This is an optimization exercise on Yosys and OpenROAD, whose aim is small area, a short achievable clock period and few clock cycles per item, not a production implementation. In this exercise RTL edits were held to simulation tests only and were not proved equivalent to the original. Power and IR drop assume default switching activity.

$ cat design/flow/config.mk
export PLATFORM = sky130hd
export DESIGN_NAME = keyed_score_average_table_top
export DESIGN_NICKNAME = keyed_score_average_table_top
export VERILOG_FILES = /design/flow/design.v
export SDC_FILE = /design/flow/constraint.sdc
export NUM_CORES = 4
export LEC_CHECK = 0
export CAP_MARGIN = 20
export CORE_MARGIN = 2
export CORE_UTILIZATION = 50
export CTS_CLUSTER_DIAMETER = 100
export CTS_CLUSTER_SIZE = 30
export SETUP_SLACK_MARGIN = 1.4
export SLEW_MARGIN = 20
$ cat design/flow/constraint.sdc
create_clock -name core_clock -period 5.0 [get_ports {aclk}]
set_input_delay 1.0000 -clock core_clock [delete_from_list [all_inputs] [get_ports {aclk}]]
set_output_delay 1.0000 -clock core_clock [all_outputs]
set_load 0.01 [all_outputs]
$ cat design/flow/design.v
package ksat_pkg;
    localparam int TableEntriesDefault = 64;
    localparam logic [15:0] TallyMax = 16'hFFFF;
    typedef enum logic [1:0] {
        ST_OK        = 2'd0,
        ST_NOT_FOUND = 2'd1,
        ST_TABLE_FULL = 2'd2,
        ST_SATURATED = 2'd3
    } status_t;
    typedef struct packed {
        logic               command;
        logic signed [31:0] key_id;
        logic signed [15:0] score;
    } in_word_t;
    typedef struct packed {
        logic [1:0]         status;
        logic signed [23:0] average;
        logic [15:0]        entry_count;
    } out_word_t;
endpackage
module ksat_ctrl (
    input  logic m_valid,
    input  logic m_ready,
    output logic s_ready,
    output logic adv
);
    assign adv     = !(m_valid && !m_ready);
    assign s_ready = adv;
endmodule
module ksat_datapath #(
    parameter int TABLE_ENTRIES = ksat_pkg::TableEntriesDefault
) (
    input  logic        aclk,
    input  logic        aresetn,
    input  logic        adv,
    input  logic        s_valid,
    input  logic [48:0] s_data,
    output logic        m_valid,
    output logic [41:0] m_data
);
    localparam int N = TABLE_ENTRIES;
    logic [N-1:0] vld_q;
    logic [31:0]  key_q   [N];
    logic [31:0]  sum_q   [N];
    logic [15:0]  tally_q [N];
    localparam int G = 8;
    function automatic logic [G-1:0] grp_a(input logic [N-1:0] oh);
        grp_a = '0;
        for (int i = 0; i < N; i++) grp_a[i / G] = grp_a[i / G] | oh[i];
    endfunction
    function automatic logic [G-1:0] grp_b(input logic [N-1:0] oh);
        grp_b = '0;
        for (int i = 0; i < N; i++) grp_b[i % G] = grp_b[i % G] | oh[i];
    endfunction
    function automatic logic [N-1:0] slots(input logic [G-1:0] ga, input logic [G-1:0] gb);
        for (int i = 0; i < N; i++) slots[i] = ga[i / G] && gb[i % G];
    endfunction
    logic        s1_cmd;
    logic [31:0] s1_key;
    logic [15:0] s1_score;
    assign s1_cmd   = s_data[48];
    assign s1_key   = s_data[47:16];
    assign s1_score = s_data[15:0];
    logic          s2a_v, s2a_q, s2a_hit, s2a_new, s2a_fwd1, s2a_fwd2;
    logic [G-1:0]  s2a_ga, s2a_gb;
    logic          s2b_v, s2b_q, s2b_hit, s2b_new;
    logic [G-1:0]  s2b_ga, s2b_gb;
    logic [N-1:0]  first_free;   
    logic [N-1:0]  alloc;        
    logic [N-1:0]  eq;           
    logic [N-1:0]  match;        
    logic [N-1:0]  s2a_oh;       
    logic [N-1:0]  tgt_a, tgt_b;  
    logic          hit, full, s1_new, fwd1_next, fwd2_next;
    logic [G-1:0]  s1_ga, s1_gb;
    always_comb begin
        for (int i = 0; i < N; i++) begin
            first_free[i] = !vld_q[i] && ((i == 0) ? 1'b1 : vld_q[(i == 0) ? 0 : i - 1]);
            eq[i]         = (key_q[i] == s1_key);
        end
        alloc   = s2a_new ? {first_free[N-2:0], 1'b0} : first_free;
        full    = s2a_new ? vld_q[N-2] : vld_q[N-1];
        match   = eq & (vld_q | (s2a_new ? first_free : '0));
        hit     = (|(eq & vld_q)) || (s2a_new && (|(eq & first_free)));
        s1_new  = !s1_cmd && !hit && !full;
        s1_ga   = hit ? grp_a(match) : grp_a(alloc);
        s1_gb   = hit ? grp_b(match) : grp_b(alloc);
        s2a_oh  = slots(s2a_ga, s2a_gb);
        tgt_a   = (s2a_v && (s2a_hit || s2a_new)) ? s2a_oh : '0;
        tgt_b   = (s2b_v && (s2b_hit || s2b_new)) ? slots(s2b_ga, s2b_gb) : '0;
        fwd1_next = |(match & tgt_a);
        fwd2_next = |(match & tgt_b);
    end
    always_ff @(posedge aclk) begin
        for (int i = 0; i < N; i++) begin
            if (alloc[i]) key_q[i] <= s1_key;
        end
    end
    always_ff @(posedge aclk) begin
        if (!aresetn) begin
            vld_q <= '0;
        end else if (adv && s2a_new) begin
            vld_q <= {vld_q[N-2:0], 1'b1};
        end
    end
    logic [15:0]  s2a_score;
    always_ff @(posedge aclk) begin
        if (!aresetn) begin
            s2a_v   <= 1'b0;
            s2a_new <= 1'b0;
        end else if (adv) begin
            s2a_v   <= s_valid;
            s2a_new <= s_valid && s1_new;
        end
    end
    always_ff @(posedge aclk) begin
        if (adv) begin
            s2a_q     <= s1_cmd;
            s2a_hit   <= hit;
            s2a_fwd1  <= fwd1_next;
            s2a_fwd2  <= fwd2_next;
            s2a_ga    <= s1_ga;
            s2a_gb    <= s1_gb;
            s2a_score <= s1_score;
        end
    end
    logic [31:0] rd_sum;
    logic [15:0] rd_tally;
    always_comb begin
        rd_sum   = '0;
        rd_tally = '0;
        for (int i = 0; i < N; i++) begin
            rd_sum   = rd_sum   | (sum_q[i]   & {32{s2a_oh[i] && s2a_hit}});
            rd_tally = rd_tally | (tally_q[i] & {16{s2a_oh[i] && s2a_hit}});
        end
    end
    logic [15:0]  s2b_score;
    logic [31:0]  s2b_sum;
    logic [15:0]  s2b_tally;
    logic         sat;          
    logic [31:0]  new_sum, aft_sum;
    logic [15:0]  new_tally, aft_tally;
    logic         do_write;
    logic [G-1:0]  s2c_ga, s2c_gb;    
    logic [31:0]   s2c_sum;
    logic [15:0]   s2c_tally;
    always_ff @(posedge aclk) begin
        if (!aresetn) begin
            s2b_v   <= 1'b0;
            s2b_new <= 1'b0;
        end else if (adv) begin
            s2b_v   <= s2a_v;
            s2b_new <= s2a_new;
        end
    end
    always_ff @(posedge aclk) begin
        if (adv) begin
            s2b_q     <= s2a_q;
            s2b_hit   <= s2a_hit;
            s2b_ga    <= s2a_ga;
            s2b_gb    <= s2a_gb;
            s2b_score <= s2a_score;
            if (s2a_fwd1) begin
                s2b_sum   <= aft_sum;
                s2b_tally <= aft_tally;
            end else if (s2a_fwd2) begin
                s2b_sum   <= s2c_sum;
                s2b_tally <= s2c_tally;
            end else begin
                s2b_sum   <= rd_sum;
                s2b_tally <= rd_tally;
            end
        end
    end
    logic [16:0] sum_lo;
    logic [15:0] hi_inc, hi_dec;
    assign sum_lo  = {1'b0, s2b_sum[15:0]} + {1'b0, s2b_score};
    assign hi_inc  = s2b_sum[31:16] + 16'd1;
    assign hi_dec  = s2b_sum[31:16] - 16'd1;
    assign new_sum[15:0]  = sum_lo[15:0];
    logic hi_keep, hi_up, hi_down;
    assign hi_keep = (sum_lo[16] == s2b_score[15]);
    assign hi_up   = sum_lo[16] && !s2b_score[15];
    assign hi_down = !sum_lo[16] && s2b_score[15];
    assign new_sum[31:16] = (s2b_sum[31:16] & {16{hi_keep}}) | (hi_inc & {16{hi_up}}) |
                            (hi_dec & {16{hi_down}});
    assign new_tally = s2b_tally + 16'd1;
    assign sat       = (s2b_tally == ksat_pkg::TallyMax);
    assign do_write  = s2b_v && !s2b_q && (s2b_hit || s2b_new) && !sat;
    assign aft_sum   = do_write ? new_sum : s2b_sum;
    assign aft_tally = do_write ? new_tally : s2b_tally;
    always_ff @(posedge aclk) begin
        if (!aresetn) begin
            s2c_ga <= '0;
        end else if (adv) begin
            s2c_ga <= do_write ? s2b_ga : '0;
        end
    end
    always_ff @(posedge aclk) begin
        if (adv) begin
            s2c_gb    <= s2b_gb;
            s2c_sum   <= aft_sum;
            s2c_tally <= aft_tally;
        end
    end
    logic [N-1:0] s2c_oh;
    assign s2c_oh = slots(s2c_ga, s2c_gb);
    always_ff @(posedge aclk) begin
        for (int i = 0; i < N; i++) begin
            if (s2c_oh[i]) begin
                sum_q[i]   <= s2c_sum;
                tally_q[i] <= s2c_tally;
            end
        end
    end
    logic [1:0]  b_status;
    logic [15:0] b_count;
    logic        b_avg;
    always_comb begin
        b_avg = 1'b0;
        if (s2b_q) begin
            if (s2b_hit) begin
                b_status = ksat_pkg::ST_OK;
                b_count  = s2b_tally;
                b_avg    = 1'b1;
            end else begin
                b_status = ksat_pkg::ST_NOT_FOUND;
                b_count  = '0;
            end
        end else if (s2b_hit || s2b_new) begin
            if (sat) begin
                b_status = ksat_pkg::ST_SATURATED;
                b_count  = ksat_pkg::TallyMax;
            end else begin
                b_status = ksat_pkg::ST_OK;
                b_count  = new_tally;
            end
        end else begin
            b_status = ksat_pkg::ST_TABLE_FULL;
            b_count  = '0;
        end
    end
    localparam int NDS = 12;
    logic [NDS:0]       c_v, c_avg, c_neg;
    logic [NDS:0][1:0]  c_status;
    logic [NDS:0][15:0] c_cnt;
    logic [NDS:0][17:0] c_d3;
    logic [NDS:0][15:0] c_a;
    logic [NDS:0][15:0] c_r;
    logic [NDS:0][23:0] c_q;
    logic [31:0] abs_sum;
    assign abs_sum = s2b_sum[31] ? (32'd0 - s2b_sum) : s2b_sum;
    always_ff @(posedge aclk) begin
        if (!aresetn) begin
            c_v[0] <= 1'b0;
        end else if (adv) begin
            c_v[0] <= s2b_v;
        end
    end
    always_ff @(posedge aclk) begin
        if (adv) begin
            c_status[0] <= b_status;
            c_cnt[0]    <= b_count;
            c_d3[0]     <= {2'b0, s2b_tally} + {1'b0, s2b_tally, 1'b0};
            c_avg[0]    <= b_avg;
            c_neg[0]    <= s2b_sum[31];
            c_r[0]      <= abs_sum[31:16];
            c_a[0]      <= abs_sum[15:0];
        end
    end
    assign c_q[0] = '0;
    function automatic logic [17:0] r4step(input logic [17:0] p, input logic [15:0] d,
                                           input logic [17:0] d3);
        logic [18:0] s1, s2, s3;
        logic        c1, c2, c3;
        logic [15:0] r;
        s1 = {1'b0, p} - {3'b0, d};
        s2 = {1'b0, p} - {2'b0, d, 1'b0};
        s3 = {1'b0, p} - {1'b0, d3};
        c1 = !s1[18];
        c2 = !s2[18];
        c3 = !s3[18];
        r  = c3 ? s3[15:0] : (c2 ? s2[15:0] : (c1 ? s1[15:0] : p[15:0]));
        r4step = {c2, c3 | (c1 & !c2), r};
    endfunction
    genvar j;
    generate
        for (j = 1; j <= NDS; j++) begin : g_step
            logic [17:0] st;
            assign st = r4step({c_r[j-1], c_a[j-1][15:14]}, c_cnt[j-1], c_d3[j-1]);
            always_ff @(posedge aclk) begin
                if (!aresetn) begin
                    c_v[j] <= 1'b0;
                end else if (adv) begin
                    c_v[j] <= c_v[j-1];
                end
            end
            always_ff @(posedge aclk) begin
                if (adv) begin
                    c_status[j] <= c_status[j-1];
                    c_cnt[j]    <= c_cnt[j-1];
                    c_d3[j]     <= c_d3[j-1];
                    c_avg[j]    <= c_avg[j-1];
                    c_neg[j]    <= c_neg[j-1];
                    c_a[j]      <= {c_a[j-1][13:0], 2'b00};
                    c_r[j]      <= st[15:0];
                    c_q[j]      <= {c_q[j-1][21:0], st[17:16]};
                end
            end
        end
    endgenerate
    logic [23:0] avg_n;
    assign avg_n = !c_avg[NDS] ? 24'd0 : (c_neg[NDS] ? (24'd0 - c_q[NDS]) : c_q[NDS]);
    logic        out_v;
    logic [41:0] out_d;
    always_ff @(posedge aclk) begin
        if (!aresetn) begin
            out_v <= 1'b0;
        end else if (adv) begin
            out_v <= c_v[NDS];
        end
    end
    always_ff @(posedge aclk) begin
        if (adv) begin
            out_d <= {c_status[NDS], avg_n, c_cnt[NDS]};
        end
    end
    assign m_valid = out_v;
    assign m_data  = out_d;
endmodule
module keyed_score_average_table_top #(
    parameter int TABLE_ENTRIES = ksat_pkg::TableEntriesDefault
) (
    input  logic        aclk,
    input  logic        aresetn,
    input  logic        s_valid,
    output logic        s_ready,
    input  logic [48:0] s_data,
    output logic        m_valid,
    input  logic        m_ready,
    output logic [41:0] m_data
);
    logic adv;
    ksat_ctrl u_ctrl (
        .m_valid(m_valid), .m_ready(m_ready), .s_ready(s_ready), .adv(adv)
    );
    ksat_datapath #(.TABLE_ENTRIES(TABLE_ENTRIES)) u_dp (
        .aclk(aclk), .aresetn(aresetn), .adv(adv), .s_valid(s_valid), .s_data(s_data),
        .m_valid(m_valid), .m_data(m_data)
    );
endmodule
$ cat design/flow/run.sh
#!/bin/bash
# synth_recipe.tcl (not shown) runs the flow's synth.tcl, then flattens the netlist and writes it again
# the make line also repeats each setting of config.mk as NAME=value (left out here)
make -C /OpenROAD-flow-scripts/flow DESIGN_CONFIG=/design/flow/config.mk WORK_HOME=/design/flow/orfs CLKGATE_MAP_FILE= SYNTH_SCRIPT=/design/flow/synth_recipe.tcl finish
==> run_results.csv, run 1 <==
group,metric,value,unit
floorplanning,die_w,740.1,um
flow_run,cap_violations,0,
yosys,yosys_warnings,4,
yosys,syn_area,270900,um^2
route,drc,0,
critical_path,end_kind,"flip-flop",
yosys,synth_top_area_share,69.07,%
final_layout,design_area,305400,um^2
placement,placed_cell_area,288200,um^2
cts,clock_path_buffers,4,
yosys,synth.avg_cell_area,15.23,um^2
cts,cts-buffers-inserted,265,
floorplanning,initial_utilization,50.15,%
floorplanning,ioPinCount,97,
critical_path,path_class,"reg2reg",
pwr,power.total,107400,uW
yosys,synthFlopType,"edfxtp_1",
floorplanning,die_y,740.1,um
grt,grt_pass1_vias,161322,
min_path,hold_path_class,"in2reg",
grt,antenna_found_initial,69,
timing,period_needed,3.942,ns
yosys,synth_edf_count,6232,
timing,fin_ws,1.058,ns
placement,place.gp.congestion,0.9663,
timing,finalCritPeriodShare,78.84,%
route,routedWlPerCell,37.96,um
route,drtAntennaViolNets,0,
grt,grt_first_pass_wirelength,1315000,um
yosys,async_flop_share,0,%
final_layout,fin_nets,19764,
placement,port_buffers,96,
pwr,p_leak,0.1018,uW
timing,worstMarginPinSlew,1.352,ns
grt,grt_max_degree,187,
cts,clkSinkCount,6322,
final_layout,area_growth,12.73,%
yosys,synth_cells,17783,
timing,rsz0062_at_grt,"yes",
critical_path,cp-start-kind,"flip-flop",
floorplanning,dieArea,547700,um^2
route,vias_per_cell,6.681,
route,num_vias,176647,
placement,place_hpwl,593800,um
final_layout,drive_above_1_share,14.41,%
grt,grt_usage,34.43,%
cts,clk_pin_slew,0.11,ns
cts,cts_root_buffer,"clkbuf_16",
yosys,yosys_register_bits,6322,
cts,cts_tree,"yes",
timing,maxSlewViolCount,0,
yosys,ys_types,90,
timing,maxSlewHeadroom,9.834,%
yosys,syn-num-nets,18491,
critical_path,crit_required,5.81,ns
cts,postCtsHoldBufs,0,
route,drt_iter0_markers,29967,
timing,fin_skew,0.1048,ns
route,drt_wl_total,1004000,um
yosys,synthTopCellsByCount,"edfxtp_1, xnor2_1, xor2_1",
placement,dp_slack,-0.07715,ns
pwr,irDropWorstVdd,281.9,uV
floorplanning,rows,270,
timing,hold_viol,0,
yosys,yosys-top-cells-area,"edfxtp_1, xnor2_1, xor2_1, ha_1, a22oi_1",
floorplanning,coreArea,540200,um^2
critical_path,cp.arrival,4.75,ns
pwr,cellPowerDensity,351.5,nW/um^2
critical_path,path_max_fanout,10,
grt,grt-ovfl-total,0,
timing,max_freq,253.7,MHz
yosys,synth_top_area_cell,"edfxtp_1",
route,dr.pass1.iters,8,
cts,h-tree-depth,5,
run_status,status,"complete, no violations",
yosys,yosysSeqAreaShare,69.74,%
yosys,yosysMostFrequentCell,"edfxtp_1",
timing,setup_viol,0,
cts,clkLatencyLatePin,1.05,ns
==> critical path, cell delays in order (launching register included) <==
cell	delay, ns
edfxtp_1	0.37
ha_2	0.19
inv_2	0.04
fa_2	0.36
nor2b_4	0.14
o21ai_2	0.07
buf_6	0.14
a21o_1	0.18
a21oi_2	0.19
o2111ai_2	0.16
a31oi_1	0.22
a31oi_1	0.14
o21bai_1	0.14
a21o_1	0.23
inv_2	0.07
ha_4	0.21
clkinv_4	0.11
nand4_1	0.12
a221oi_2	0.27
a21oi_1	0.13
a21o_1	0.20
==> what timing repair did <==
action                     CTS  global route
gates resized for setup    345           382
gates cloned                29            50
setup endpoints to repair  269           248
buffers inserted           148           346
pin swaps                   96           175
==> placed cells by master (no fill, tap or decap), drive strengths merged, types with 141 or more instances in the layout <==
cell type | netlist | routed
nor3 | 226 | 226
a22oi | 736 | 736
nor2 | 448 | 448
nand4 | 591 | 591
o21ai | 461 | 461
edfxtp | 6232 | 6232
a22o | 403 | 403
a21oi | 451 | 451
nor4 | 392 | 392
a221oi | 413 | 413
ha | 626 | 626
xnor2 | 1470 | 1470
nand2 | 698 | 698
inv | 546 | 569
nand3 | 269 | 269
clkbuf | 409 | 344
buf | 368 | 1625
xor2 | 1022 | 1022
and3 | 117 | 141
==> area by class of cell <==
cell class | count | area [um^2]
antenna | 85 | 212.7
clock buffer | 292 | 6945
clock inverter | 67 | 900.9
fill | 42546 | 234800
inverter | 550 | 2121
multi-input combinational | 10163 | 79240
sequential | 6322 | 188900
tap | 7208 | 9019
timing repair buffer | 1752 | 18020
timing repair inverter | 2 | 15.01
==> through the flow <==
step	setup TNS (ns)	utilization [%]	instances	hold WS (ns)
floorplan	0	-	17783	0.4003
global placement	-5.947	53.34	25420	0.4003
detailed placement	-0.5747	53.35	25421	0.4045
CTS	0	55.46	25957	0.2844
global route	0	56.51	26379	0.2405
finish	0	56.54	26441	0.2759
==> power by group <==
group | total (uW) | switching, uW | internal, uW
clock | 27500 | 16900 | 10600
combinational | 20100 | 11100 | 9060
sequential | 59700 | 807 | 58900
total | 107000 | 28800 | 78600
==> per-layer routing <==
metal	routed length [um]	global-route usage, %	vias up
li1	-	-	71650
met5	323	0	-
met1	359100	44.94	89283
met2	450600	54.04	12612
met3	121100	7.544	3068
met4	72630	18.58	34
==> kinds of logic after synthesis <==
family | after synthesis | synth area share, %
flip-flops | 6322 | 69.74
AO/OA/AOI/OAI | 3489 | 9.436
AND/OR/NAND/NOR | 3298 | 6.392
XOR/XNOR | 2492 | 8.056
buffers and inverters | 1327 | 2.504
adder cells (fa/ha/maj) | 655 | 3.105
multiplexers | 200 | 0.7671
==> flip-flops by register name (all words and copies together) (netlist names), 42 cells and up <==
signal / count
u_dp.tally_q: 1024
u_dp.c_d3: 216
u_dp.vld_q: 64
u_dp.out_d: 42
u_dp.key_q: 2048
u_dp.sum_q: 2048
u_dp.c_a: 72
u_dp.c_q: 156
u_dp.c_cnt: 208
u_dp.c_r: 192
==> worst paths after layout <==
path	slack (ns)	endpoint	start	depth (start not counted)
setup / recovery	1.06	u_dp.s2b_sum[30]	u_dp.s2b_sum[0]	20
hold / removal	0.28	u_dp.key_q[56][30]	s_data[46]	1
setup reg to reg	1.06	u_dp.s2b_sum[30]	u_dp.s2b_sum[0]	20
hold reg to reg	0.40	u_dp.c_neg[4]	u_dp.c_neg[3]	0
Testbench counts, summed over its fixed seeds: cycles 12,128, items 12,000.
==> inputs of run 2 (changes only) <==
--- a/design/flow/design.v
+++ b/design/flow/design.v
@@ -135,14 +135,24 @@
         end
     end
+    localparam int LW = 12;
+    localparam int HW = 32 - LW;
     logic [15:0]  s2b_score;
-    logic [31:0]  s2b_sum;
+    logic [LW-1:0] s2b_lo;
+    logic [HW-1:0] s2b_hi;
     logic [15:0]  s2b_tally;
+    logic         s2b_fwdh;     
     logic         sat;          
-    logic [31:0]  new_sum, aft_sum;
+    logic [LW:0]   lo_add;
+    logic [LW-1:0] aft_lo;
     logic [15:0]  new_tally, aft_tally;
     logic         do_write;
+    logic          s2c_v, s2c_add, s2c_cl, s2c_avg, s2c_zero;
+    logic [1:0]    s2c_status;
+    logic [15-LW:0] s2c_shi;    
     logic [G-1:0]  s2c_ga, s2c_gb;    
-    logic [31:0]   s2c_sum;
+    logic [LW-1:0] s2c_lo;
+    logic [HW-1:0] s2c_hi;
     logic [15:0]   s2c_tally;
+    logic [HW-1:0] hi_new;
     always_ff @(posedge aclk) begin
         if (!aresetn) begin
@@ -161,37 +171,51 @@
             s2b_gb    <= s2a_gb;
             s2b_score <= s2a_score;
+            s2b_fwdh  <= s2a_fwd1;
             if (s2a_fwd1) begin
-                s2b_sum   <= aft_sum;
+                s2b_lo    <= aft_lo;
                 s2b_tally <= aft_tally;
             end else if (s2a_fwd2) begin
-                s2b_sum   <= s2c_sum;
+                s2b_lo    <= s2c_lo;
+                s2b_hi    <= hi_new;
                 s2b_tally <= s2c_tally;
             end else begin
-                s2b_sum   <= rd_sum;
+                s2b_lo    <= rd_sum[LW-1:0];
+                s2b_hi    <= rd_sum[31:LW];
                 s2b_tally <= rd_tally;
             end
         end
     end
-    logic [16:0] sum_lo;
-    logic [15:0] hi_inc, hi_dec;
-    assign sum_lo  = {1'b0, s2b_sum[15:0]} + {1'b0, s2b_score};
-    assign hi_inc  = s2b_sum[31:16] + 16'd1;
-    assign hi_dec  = s2b_sum[31:16] - 16'd1;
-    assign new_sum[15:0]  = sum_lo[15:0];
-    logic hi_keep, hi_up, hi_down;
-    assign hi_keep = (sum_lo[16] == s2b_score[15]);
-    assign hi_up   = sum_lo[16] && !s2b_score[15];
-    assign hi_down = !sum_lo[16] && s2b_score[15];
-    assign new_sum[31:16] = (s2b_sum[31:16] & {16{hi_keep}}) | (hi_inc & {16{hi_up}}) |
-                            (hi_dec & {16{hi_down}});
+    assign lo_add    = {1'b0, s2b_lo} + {1'b0, s2b_score[LW-1:0]};
     assign new_tally = s2b_tally + 16'd1;
     assign sat       = (s2b_tally == ksat_pkg::TallyMax);
     assign do_write  = s2b_v && !s2b_q && (s2b_hit || s2b_new) && !sat;
-    assign aft_sum   = do_write ? new_sum : s2b_sum;
+    assign aft_lo    = do_write ? lo_add[LW-1:0] : s2b_lo;
     assign aft_tally = do_write ? new_tally : s2b_tally;
+    logic [1:0]  b_status;
+    logic        b_avg, b_zero;
+    always_comb begin
+        b_avg  = 1'b0;
+        b_zero = 1'b0;
+        if (s2b_q) begin
+            if (s2b_hit) begin
+                b_status = ksat_pkg::ST_OK;
+                b_avg    = 1'b1;
+            end else begin
+                b_status = ksat_pkg::ST_NOT_FOUND;
+                b_zero   = 1'b1;
+            end
+        end else if (s2b_hit || s2b_new) begin
+            b_status = sat ? ksat_pkg::ST_SATURATED : ksat_pkg::ST_OK;
+        end else begin
+            b_status = ksat_pkg::ST_TABLE_FULL;
+            b_zero   = 1'b1;
+        end
+    end
     always_ff @(posedge aclk) begin
         if (!aresetn) begin
+            s2c_v  <= 1'b0;
             s2c_ga <= '0;
         end else if (adv) begin
+            s2c_v  <= s2b_v;
             s2c_ga <= do_write ? s2b_ga : '0;
         end
@@ -199,7 +223,32 @@
     always_ff @(posedge aclk) begin
         if (adv) begin
-            s2c_gb    <= s2b_gb;
-            s2c_sum   <= aft_sum;
-            s2c_tally <= aft_tally;
+            s2c_gb     <= s2b_gb;
+            s2c_add    <= do_write;
+            s2c_cl     <= lo_add[LW];
+            s2c_shi    <= s2b_score[15:LW];
+            s2c_lo     <= aft_lo;
+            s2c_hi     <= s2b_fwdh ? hi_new : s2b_hi;
+            s2c_tally  <= aft_tally;
+            s2c_status <= b_status;
+            s2c_avg    <= b_avg;
+            s2c_zero   <= b_zero;
+        end
+    end
+    localparam int MW = 16 - LW;
+    logic [MW:0]  mid_add;
+    logic [15:0]  top_inc, top_dec;
+    logic         top_up, top_down;
+    assign mid_add  = {1'b0, s2c_hi[MW-1:0]} + {1'b0, s2c_shi} + {{MW{1'b0}}, s2c_cl};
+    assign top_inc  = s2c_hi[HW-1:MW] + 16'd1;
+    assign top_dec  = s2c_hi[HW-1:MW] - 16'd1;
+    assign top_up   = mid_add[MW] && !s2c_shi[MW-1];
+    assign top_down = !mid_add[MW] && s2c_shi[MW-1];
+    always_comb begin
+        if (!s2c_add) begin
+            hi_new = s2c_hi;
+        end else begin
+            hi_new[MW-1:0]    = mid_add[MW-1:0];
+            hi_new[HW-1:MW] = (s2c_hi[HW-1:MW] & {16{!top_up && !top_down}}) |
+                              (top_inc & {16{top_up}}) | (top_dec & {16{top_down}});
         end
     end
@@ -209,36 +258,9 @@
         for (int i = 0; i < N; i++) begin
             if (s2c_oh[i]) begin
-                sum_q[i]   <= s2c_sum;
+                sum_q[i]   <= {hi_new, s2c_lo};
                 tally_q[i] <= s2c_tally;
             end
         end
     end
-    logic [1:0]  b_status;
-    logic [15:0] b_count;
-    logic        b_avg;
-    always_comb begin
-        b_avg = 1'b0;
-        if (s2b_q) begin
-            if (s2b_hit) begin
-                b_status = ksat_pkg::ST_OK;
-                b_count  = s2b_tally;
-                b_avg    = 1'b1;
-            end else begin
-                b_status = ksat_pkg::ST_NOT_FOUND;
-                b_count  = '0;
-            end
-        end else if (s2b_hit || s2b_new) begin
-            if (sat) begin
-                b_status = ksat_pkg::ST_SATURATED;
-                b_count  = ksat_pkg::TallyMax;
-            end else begin
-                b_status = ksat_pkg::ST_OK;
-                b_count  = new_tally;
-            end
-        end else begin
-            b_status = ksat_pkg::ST_TABLE_FULL;
-            b_count  = '0;
-        end
-    end
     localparam int NDS = 12;
     logic [NDS:0]       c_v, c_avg, c_neg;
@@ -249,20 +271,23 @@
     logic [NDS:0][15:0] c_r;
     logic [NDS:0][23:0] c_q;
-    logic [31:0] abs_sum;
-    assign abs_sum = s2b_sum[31] ? (32'd0 - s2b_sum) : s2b_sum;
+    logic [31:0] c_sum, abs_sum;
+    logic [15:0] c_count;
+    assign c_sum   = {s2c_hi, s2c_lo};
+    assign abs_sum = c_sum[31] ? (32'd0 - c_sum) : c_sum;
+    assign c_count = s2c_zero ? 16'd0 : s2c_tally;
     always_ff @(posedge aclk) begin
         if (!aresetn) begin
             c_v[0] <= 1'b0;
         end else if (adv) begin
-            c_v[0] <= s2b_v;
+            c_v[0] <= s2c_v;
         end
     end
     always_ff @(posedge aclk) begin
         if (adv) begin
-            c_status[0] <= b_status;
-            c_cnt[0]    <= b_count;
-            c_d3[0]     <= {2'b0, s2b_tally} + {1'b0, s2b_tally, 1'b0};
-            c_avg[0]    <= b_avg;
-            c_neg[0]    <= s2b_sum[31];
+            c_status[0] <= s2c_status;
+            c_cnt[0]    <= c_count;
+            c_d3[0]     <= {2'b0, s2c_tally} + {1'b0, s2c_tally, 1'b0};
+            c_avg[0]    <= s2c_avg;
+            c_neg[0]    <= c_sum[31];
             c_r[0]      <= abs_sum[31:16];
             c_a[0]      <= abs_sum[15:0];
==> run 2 against run 1 <==
Effect of this change: non-clock buffer count decreased by 320; core utilization fell by 0.99 points; via count down 0.83%; register-to-register slack better by 0.12 ns; largest power group unchanged; highest routed layer unchanged.
==> run_results.csv, run 2 <==
group,metric,value,unit
run_status,status,"complete, no violations",
pwr,p_comb_share,21.0,%
yosys,syn-num-nets,18600,
critical_path,critical_path.slowest_cell,"o32ai_1",
critical_path,cpPeakStageDelay,0.68,ns
final_layout,area_growth,10.73,%
timing,setup_viol,0,
yosys,syn_area,271200,um^2
cts,clkSinkCount,6334,
placement,port_buffers,96,
yosys,synth_edf_count,6243,
placement,place_hpwl,604700,um
route,top_layer,"met5",
yosys,yosys-top-cells-area,"edfxtp_1, xor2_1, xnor2_1, ha_1, a22oi_1",
cts,clk_pin_slew,0.12,ns
cts,postCtsHoldBufs,0,
final_layout,fin_nets,19528,
timing,fin_skew,0.1019,ns
grt,grt_pass1_vias,158594,
yosys,synth_top_area_cell,"edfxtp_1",
cts,cts_root_buffer,"clkbuf_16",
floorplanning,initial_utilization,50.17,%
route,drtAntennaViolNets,0,
route,vias_per_cell,6.690,
timing,fin_ws,1.180,ns
critical_path,crit_buf_inv,2,
timing,finalCritPeriodShare,76.40,%
pwr,cellPowerDensity,364.2,nW/um^2
yosys,yosysSeqAreaShare,69.80,%
route,dr.pass1.iters,9,
yosys,synth.avg_cell_area,15.16,um^2
floorplanning,die_w,740.4,um
critical_path,path_delay_family,"simple AND/OR/NAND/NOR gates",
route,routedWlPerCell,37.91,um
final_layout,mostFrequentLayoutCell,"edfxtp_1",
critical_path,cp-start-kind,"flip-flop",
min_path,hold_path_class,"in2reg",
yosys,yosys_warnings,4,
route,drt_iter0_markers,30530,
floorplanning,dieArea,548300,um^2
yosys,synth_cells,17890,
critical_path,cp.arrival,4.67,ns
grt,grt-ovfl-total,0,
final_layout,reg_top3,"u_dp.key_q x2048, u_dp.sum_q x2048, u_dp.tally_q x1024",
critical_path,crit_required,5.85,ns
final_layout,final_cells,26184,
flow_run,cap_violations,0,
pwr,power.total,109400,uW
pwr,switching_share,27.82,%
floorplanning,ioPinCount,97,
floorplanning,die_y,740.4,um
placement,dp_slack,0.08025,ns
cts,cts-buffers-inserted,245,
timing,maxSlewViolCount,0,
yosys,yosys_register_bits,6334,
grt,grt_first_pass_wirelength,1316000,um
yosys,yosysMostFrequentCell,"edfxtp_1",
floorplanning,rows,270,
yosys,ys_types,101,
pwr,p_switching,30420,uW
timing,period_needed,3.820,ns
final_layout,mostFrequentLayoutCells,"edfxtp_1, xor2_1, buf_4",
pwr,seqPwrFrac,55.3,%
route,num_vias,175178,
cts,clkLatencyLatePin,1.11,ns
cts,cts_tree,"yes",
final_layout,drive_above_1_share,12.07,%
route,wl_met3,119900,um
placement,place.gp.congestion,0.9651,
yosys,async_flop_share,0,%
route,wl_met2,433900,um
timing,rsz0062_at_grt,"yes",
pwr,p_leak,0.1008,uW
grt,grt_usage,34.39,%
timing,worstMarginPinSlew,1.378,ns
placement,dp_cells,25517,
yosys,synthTopCellsByCount,"edfxtp_1, xor2_1, xnor2_1",
timing,maxSlewHeadroom,8.151,%
route,drt_wl_total,992700,um
grt,grt_max_degree,161,
critical_path,path_cells,"buf_12, and3_4, buf_4, a221oi_1, nand4_1, nor3_1, nand4_1, o32ai_1, o21ai_0",
grt,antenna_found_initial,77,
yosys,synth_top_area_share,69.13,%
timing,max_freq,261.8,MHz
critical_path,path_max_fanout,84,
pwr,p_int,78930,uW
pwr,clockPowerShare,23.6,%
critical_path,end_kind,"flip-flop",
critical_path,crit_top_cell,"nand4_1",
yosys,synthFlopType,"edfxtp_1",
floorplanning,coreArea,540500,um^2
cts,clock_path_buffers,4,
critical_path,path_class,"reg2reg",
cts,h-tree-depth,4,
timing,tns,0,ns
route,drc,0,
route,wl_met1,370500,um
timing,hold_viol,0,
pwr,irDropWorstVdd,367.7,uV
run 2: cell types whose count changed after synthesis, moves of 38 or more:
| cell | previous run | this run |
|---|---|---|
| nor4_1 | 391 | 467 |
| o21a_1 | 97 | 158 |
| buf_4 | 68 | 107 |
| a221oi_1 | 413 | 371 |
| o21ai_0 | 452 | 364 |
| nor2_1 | 448 | 521 |
| a22o_1 | 403 | 352 |
| xor2_1 | 1022 | 1390 |
| inv_1 | 546 | 584 |
| nand4_1 | 591 | 528 |
| xnor2_1 | 1470 | 1086 |
| a22oi_1 | 736 | 816 |
run 2: routing by layer:
layer / global-route usage [%] / up-vias
met2: 51.89 / 12366
met4: 17.99 / 42
li1: - / 71123
met3: 7.912 / 2924
met5: 0.1485 / -
met1: 46.76 / 88723
run 2: layout make-up:
cell class              count  area [um^2]
repair inverters            1        16.27
clock inverters            40        594.3
flip-flops and latches   6334       189300
diodes                     69        172.7
well taps                7208         9019
clock buffers             296         6375
multi-input cells       10216        78520
fillers                 43233       240200
inverters                 588         2246
repair buffers           1432        14040
run 2: kinds of logic after synthesis:
kind of cell | share of synthesized area, %
AO/OA/AOI/OAI | 9.267
XOR/XNOR | 7.997
adder cells (fa/ha/maj) | 3.117
buffers and inverters | 2.407
flip-flops | 69.80
multiplexers | 0.7779
AND/OR/NAND/NOR | 6.629
run 2: metrics by stage:
stage / instance area, um^2 / hold WS [ns] / util (%)
2_1_floorplan: 271200 / 0.4003 / -
3_3_place_gp: 288100 / 0.4003 / 53.30
3_5_place_dp: 288100 / 0.4045 / 53.30
4_1_cts: 297100 / 0.1707 / 54.96
5_1_grt: 300100 / 0.2172 / 55.53
6_report: 300300 / 0.2323 / 55.55
run 2: worst paths after layout:
check                    start           endpoint  slack (ns)  cells past startpoint
setup / recovery  u_dp.s2a_hit  u_dp.s2b_tally[1]        1.18                      9
hold / removal      s_data[22]  u_dp.key_q[15][6]        0.23                      1
setup reg to reg  u_dp.s2a_hit  u_dp.s2b_tally[1]        1.18                      9
hold reg to reg   u_dp.c_v[11]       u_dp.c_v[12]        0.40                      2
run 2: power by group through the flow:
stage	registers (uW)	clock network [uW]	logic, uW
2_1_floorplan	61200	0	15100
3_3_place_gp	61700	0	19800
3_5_place_dp	61700	0	20100
4_1_cts	60500	25900	21300
5_1_grt	60700	27500	25200
6_report	60500	25900	23000
run 2: repair_timing:
item / CTS / global route
buffers inserted: 100 / 116
gates cloned: 14 / 31
pin swaps: 54 / 82
gates resized for setup: 183 / 299
setup endpoints to repair: 1229 / 1245
run 2: worst reg2reg max path: cells and delay by family, from the launching register on:
| family | cells | cell delay, ns |
|---|---|---|
| AOI/OAI and AO/OA | 3 | 1.21 |
| buffers and inverters | 2 | 0.62 |
| and+or+nand+nor | 4 | 1.37 |
| DFF | 1 | 0.44 |
Testbench counts of run 2, summed over its fixed seeds: cycles 12,136, items 12,000.

static timing again, ports no longer ideal:
No port has a modelled driver above. Below, the same layouts with a new extraction and two added sets of constraints. Step 1 sets driving cells, clkbuf_16 on the clock port and buf_2 on the other inputs (assumed; they add their load-dependent delay and slew). Step 2 moves the port delays by t, midway between the first and last clock arrival at a register: inputs arrive t later, outputs are due t later. That takes back most of the time a late clock gives input paths. Three values: ideal, step 1, step 2; two values: the first two.
| run | t, ns | slack for setup (ns) | worst setup path at the end |
|---|---|---|---|
| run 1 | 1.135 | 1.058 / 1.058 / 0.027 | input to register |
| run 2 | 1.188 | 1.180 / 1.180 / 0.066 | input to register |
After both steps setup and hold are still met in every run listed. For run 2, which loses most, drivers alone change the setup slack by 0.000 ns; drivers and shift together by -1.114 ns.
